Source: an optimization exercise on an open RTL-to-GDS flow (aim: small area, a short achievable clock period and few clock cycles per item). Production flows keep margins and buffers that such runs may drop.

## before
// sm3Compress
module sm3Compress (
	input  logic          clk,
	input  logic          enable,
	input  logic          start,
	input  logic [255:0]  chainIn,
	input  logic [511:0]  block,
	output logic [255:0]  chainOut,
	output logic          busy,
	output logic          done
);
For scale: ~6500 cells after synthesis, ~1300 flip-flops, roughly 60000 um^2 of cells after synthesis.
==> module sm3RoundCtrl, before the edit <==
module sm3RoundCtrl (
	input  logic       clk,
	input  logic       enable,
	input  logic       start,
	output logic       accept,
	output logic       high,
	output logic       lastRound,
	output logic       lowLast,
	output logic       busy,
	output logic       done
);
	logic [5:0] roundCnt;
	assign accept    = start & ~busy;
	assign lastRound = busy & (roundCnt == 6'd63);
	assign lowLast   = roundCnt == 6'd15;
	always_ff @(posedge clk) begin
		if (accept) begin
			high <= 1'b0;
		end else if (lowLast) begin
			high <= 1'b1;
		end
	end
	always_ff @(posedge clk or posedge enable) begin
		if (enable) begin
			busy     <= 1'b0;
			done     <= 1'b0;
			roundCnt <= '0;
		end else begin
			done <= lastRound;
			if (accept) begin
				busy     <= 1'b1;
				roundCnt <= '0;
			end else if (busy) begin
				roundCnt <= roundCnt + 1'b1;
				if (lastRound) begin
					busy <= 1'b0;
				end
			end
		end
	end
endmodule
==> flow/config.mk <==
export PLATFORM = sky130hd
export DESIGN_NAME = sm3Compress
export DESIGN_NICKNAME = sm3Compress
export VERILOG_FILES = /design/flow/design.v
export SDC_FILE = /design/flow/constraint.sdc
export NUM_CORES = 4
export LEC_CHECK = 0
export CAP_MARGIN = 20
export CORE_MARGIN = 2
export CORE_UTILIZATION = 40
export PLACE_DENSITY = 0.6
export SETUP_SLACK_MARGIN = 5
export SLEW_MARGIN = 20
==> flow/constraint.sdc <==
create_clock -name core_clock -period 10.0 [get_ports {clk}]
set_input_delay 2.0000 -clock core_clock [delete_from_list [all_inputs] [get_ports {clk}]]
set_output_delay 2.0000 -clock core_clock [all_outputs]
set_load 0.01 [all_outputs]
standard.sh (not shown) runs the stock make flow with config.mk's settings and CLKGATE_MAP_FILE= SYNTH_SCRIPT=/design/flow/synth_recipe.tcl, a recipe that flattens the netlist after the stock synthesis.
==> flow/flow/run.sh <==
#!/bin/bash
set -e
export BUFFER_PORTS_ARGS="-buffer_cell sky130_fd_sc_hd__buf_1"
bash standard.sh > standard.log 2>&1
[inputs] after vs before
==> flow/design.v, changed modules only <==
module sm3RoundCtrl (
	input  logic       clk,
	input  logic       enable,
	input  logic       start,
	output logic       accept,
	output logic       high,
	output logic       lastRound,
	output logic       lowLast,
	output logic       busy,
	output logic       done
);
	logic [5:0] roundCnt;
	assign accept    = start & ~busy;
	assign lastRound = busy & (roundCnt == 6'd63);
	assign high      = roundCnt[5] | roundCnt[4];
	assign lowLast   = roundCnt == 6'd15;
	always_ff @(posedge clk or posedge enable) begin
		if (enable) begin
			busy     <= 1'b0;
			done     <= 1'b0;
			roundCnt <= '0;
		end else begin
			done <= lastRound;
			if (accept) begin
				busy     <= 1'b1;
				roundCnt <= '0;
			end else if (busy) begin
				roundCnt <= roundCnt + 1'b1;
				if (lastRound) begin
					busy <= 1'b0;
				end
			end
		end
	end
endmodule
## What came out
Compared with before, after shows met1 layer usage reported by global route lower by 0.72 points.
before -> after: die outline width flat
Comparing clock latency at the later pin of the worst-skew pair for after and before, the smaller number came from before.
Die area of after falls short of that of before slightly.
after against before: violation count after the first detailed-routing iteration higher, number of global-route vias before repair went up, sequential share of layout area fell 0.75 points, total number of vias went up.
Diff before -> after: netlist area before placement dropped about 0.4%, largest net degree at the start of global routing increased by 35% relative to the old numbers.
Against before, after reports a post-route fraction of the period consumed by the critical path that is lower.
after leaves more setup margin than before.
No run of this note included a check of the RTL's function; only the layout flow was run.

* * *

Setup of delta:
sm3Compress again, from the RTL that the note above started with.
==> module sm3RoundState, before the edit <==
module sm3RoundState (
	input  logic              clk,
	input  logic              enable,
	input  logic              accept,
	input  logic              high,
	input  logic              lastRound,
	input  logic              lowLast,
	input  sm3Pkg::stateT     chainIn,
	input  logic [511:0]      block,
	input  sm3Pkg::wordT      wNext,
	input  sm3Pkg::wordT      wNextPrime,
	output sm3Pkg::stateT     chainOut
);
	sm3Pkg::stateT st;
	sm3Pkg::stateT savedChain;
	sm3Pkg::stateT nextSt;
	sm3Pkg::stateT finalSt;
	sm3Pkg::wordT tj;
	sm3Pkg::wordT a12;
	sm3Pkg::wordT ss1;
	sm3Pkg::wordT ss2;
	sm3Pkg::wordT ffv;
	sm3Pkg::wordT ggv;
	sm3Pkg::wordT x1;
	sm3Pkg::wordT x2;
	sm3Pkg::wordT tt1;
	sm3Pkg::wordT tt2;
	sm3Pkg::wordT dIn;
	sm3Pkg::wordT dW;
	sm3Pkg::wordT hIn;
	sm3Pkg::wordT hW;
	always_comb begin
		a12 = sm3Pkg::rotl(st.a, 12);
		ss1 = sm3Pkg::rotl(sm3Pkg::add3(a12, st.e, tj), 7);
		ss2 = ss1 ^ a12;
		if (high) begin
			ffv = (st.a & st.b) | (st.a & st.c) | (st.b & st.c);
			ggv = (st.e & st.f) | (~st.e & st.g);
		end else begin
			ffv = st.a ^ st.b ^ st.c;
			ggv = st.e ^ st.f ^ st.g;
		end
		x1  = sm3Pkg::add2(ffv, st.d);
		x2  = sm3Pkg::add2(ggv, st.h);
		tt1 = sm3Pkg::add2(x1, ss2);
		tt2 = sm3Pkg::add2(x2, ss1);
	end
	always_comb begin
		if (accept) begin
			dIn = chainIn.d;
			dW  = block[511:480] ^ block[383:352];
			hIn = chainIn.h;
			hW  = block[511:480];
		end else begin
			dIn = st.c;
			dW  = wNextPrime;
			hIn = st.g;
			hW  = wNext;
		end
	end
	always_comb begin
		nextSt.a = tt1;
		nextSt.b = st.a;
		nextSt.c = sm3Pkg::rotl(st.b, 9);
		nextSt.d = sm3Pkg::add2(dIn, dW);
		nextSt.e = sm3Pkg::p0(tt2);
		nextSt.f = st.e;
		nextSt.g = sm3Pkg::rotl(st.f, 19);
		nextSt.h = sm3Pkg::add2(hIn, hW);
	end
	always_comb begin
		finalSt   = nextSt;
		finalSt.d = st.c;
		finalSt.h = st.g;
	end
	always_ff @(posedge clk) begin
		if (accept) begin
			st.a <= chainIn.a;
			st.b <= chainIn.b;
			st.c <= chainIn.c;
			st.e <= chainIn.e;
			st.f <= chainIn.f;
			st.g <= chainIn.g;
			tj   <= sm3Pkg::tLow;
		end else begin
			st.a <= nextSt.a;
			st.b <= nextSt.b;
			st.c <= nextSt.c;
			st.e <= nextSt.e;
			st.f <= nextSt.f;
			st.g <= nextSt.g;
			if (lowLast) begin
				tj <= sm3Pkg::rotl(sm3Pkg::tHigh, 16);
			end else begin
				tj <= sm3Pkg::rotl(tj, 1);
			end
		end
		st.d <= nextSt.d;
		st.h <= nextSt.h;
	end
	always_ff @(posedge clk) begin
		if (accept) begin
			savedChain <= chainIn;
		end
	end
	always_ff @(posedge clk or posedge enable) begin
		if (enable) begin
			chainOut <= '0;
		end else if (lastRound) begin
			chainOut <= finalSt ^ savedChain;
		end
	end
endmodule
clock: 10.0 ns
lec_check: 0
abc_area: 1
cap_margin: 20
core_margin: 2
core_utilization: 60
place_density: 0.7
setup_slack_margin: 5
slew_margin: 20
Scripts as last shown in full above: flow/flow/run.sh
Edits applied to the flow inputs when going from delta to harbor:
-- flow/design.v --
<<< delta, line 24
		p1 = x ^ rotl(x, 15) ^ rotl(x, 23);
	endfunction
	function automatic wordT add2(input wordT x, input wordT y);
		logic [31:0] p;
		logic [31:0] g;
>>> harbor, line 24
		p1 = x ^ rotl(x, 15) ^ rotl(x, 23);
	endfunction
	function automatic wordT addSk(input wordT x, input wordT y);
		logic [31:0] p;
		logic [31:0] g;
<<< delta, line 43
			end
		end
		add2 = p ^ {gp[30:0], 1'b0};
	endfunction
	function automatic wordT add3(input wordT x, input wordT y, input wordT z);
>>> harbor, line 43
			end
		end
		addSk = p ^ {gp[30:0], 1'b0};
	endfunction
	function automatic logic [31:0] ksCarry(input wordT x, input wordT y);
		logic [31:0] gp;
		logic [31:0] pp;
		logic [31:0] gn;
		logic [31:0] pn;
		gp = x & y;
		pp = x ^ y;
		for (int l = 0; l < 5; l++) begin
			gn = gp;
			pn = pp;
			for (int j = (1 << l); j < 32; j++) begin
				gn[j] = gp[j] | (pp[j] & gp[j - (1 << l)]);
				pn[j] = pp[j] & pp[j - (1 << l)];
			end
			gp = gn;
			pp = pn;
		end
		ksCarry = {gp[30:0], 1'b0};
	endfunction
	function automatic wordT add2(input wordT x, input wordT y);
		add2 = x ^ y ^ ksCarry(x, y);
	endfunction
	function automatic wordT add2x(input wordT x, input wordT y, input wordT v);
		add2x = (x ^ y ^ v) ^ ksCarry(x, y);
	endfunction
	function automatic wordT add3(input wordT x, input wordT y, input wordT z);
<<< delta, line 182
		nextSt.b = st.a;
		nextSt.c = sm3Pkg::rotl(st.b, 9);
		nextSt.d = sm3Pkg::add2(dIn, dW);
		nextSt.e = sm3Pkg::p0(tt2);
		nextSt.f = st.e;
		nextSt.g = sm3Pkg::rotl(st.f, 19);
		nextSt.h = sm3Pkg::add2(hIn, hW);
	end
	always_comb begin
		finalSt   = nextSt;
		finalSt.d = st.c;
		finalSt.h = st.g;
	end
	always_ff @(posedge clk) begin
>>> harbor, line 207
		nextSt.b = st.a;
		nextSt.c = sm3Pkg::rotl(st.b, 9);
		nextSt.d = sm3Pkg::addSk(dIn, dW);
		nextSt.e = sm3Pkg::p0(tt2);
		nextSt.f = st.e;
		nextSt.g = sm3Pkg::rotl(st.f, 19);
		nextSt.h = sm3Pkg::addSk(hIn, hW);
	end
	always_comb begin
		finalSt   = nextSt ^ savedChain;
		finalSt.a = sm3Pkg::add2x(x1, ss2, savedChain.a);
		finalSt.d = st.c ^ savedChain.d;
		finalSt.e = (tt2 ^ sm3Pkg::rotl(tt2, 9)) ^ (sm3Pkg::rotl(tt2, 17) ^ savedChain.e);
		finalSt.h = st.g ^ savedChain.h;
	end
	always_ff @(posedge clk) begin
<<< delta, line 227
			chainOut <= '0;
		end else if (lastRound) begin
			chainOut <= finalSt ^ savedChain;
		end
	end
>>> harbor, line 254
			chainOut <= '0;
		end else if (lastRound) begin
			chainOut <= finalSt;
		end
	end
Notes after the runs:
- The highest clock frequency the design can meet in harbor was lower than what delta gave.
- Max total die area across harbor and delta: harbor
- Run comparison: delta timing startpoint of the critical path u_round.st[251]; harbor timing startpoint of the critical path u_round.st[97]
- Comparing average wire length per cell after detail routing for harbor and delta, the smaller number came from delta.
- Aggregate global-route resource usage: harbor vs delta up 1.5 points
- harbor — critical path depth 3 higher, delta as reference
- [harbor] routed length on met2 rose about 7% relative to delta
- Length of routed met3 wiring sits higher in harbor than in delta.
- Between harbor and delta, it is harbor whose met1 wire length is higher, by 4.4 mm.
- More vias were needed by harbor than by delta.
- Of harbor and delta, it is harbor that has the higher latest clock arrival within the worst-skew pair.
- Relative to delta, final design instance area without fill has gone up in harbor.
No run of this note included a check of the RTL's function; only the layout flow was run.

==> port drivers added, routing unchanged <==
The results above use ideal ports. As a check the final layouts listed here were re-extracted and re-timed, cells and wires unchanged.
Step 1 assumes that a clkbuf_16 drives the clock port and a buf_2 every other input.
Step 2, shift: input delay + t, output delay - t, t = (earliest + latest rising clock arrival at the registers) / 2. This alone moves slack from input paths to output paths.
a / b / c = no drivers / after step 1 / after step 2; a / b = the first two.
run | shift t [ns] | setup slack, ns | hold WS [ns]
before | 0.865 | 3.833 / 3.833 / 3.833 | 0.415 / 0.415 / 0.415
after | 0.881 | 3.864 / 3.864 / 3.864 | 0.408 / 0.408 / 0.408
delta | 0.841 | 4.878 / 4.878 / 4.301 | 0.424 / 0.424 / 0.424
harbor | 0.856 | 4.738 / 4.738 / 4.252 | 0.390 / 0.390 / 0.390
After both steps setup and hold are still met in every run listed. The setup slack of delta, which loses most, moves by 0.000 ns with the drivers and by -0.577 ns with both steps.
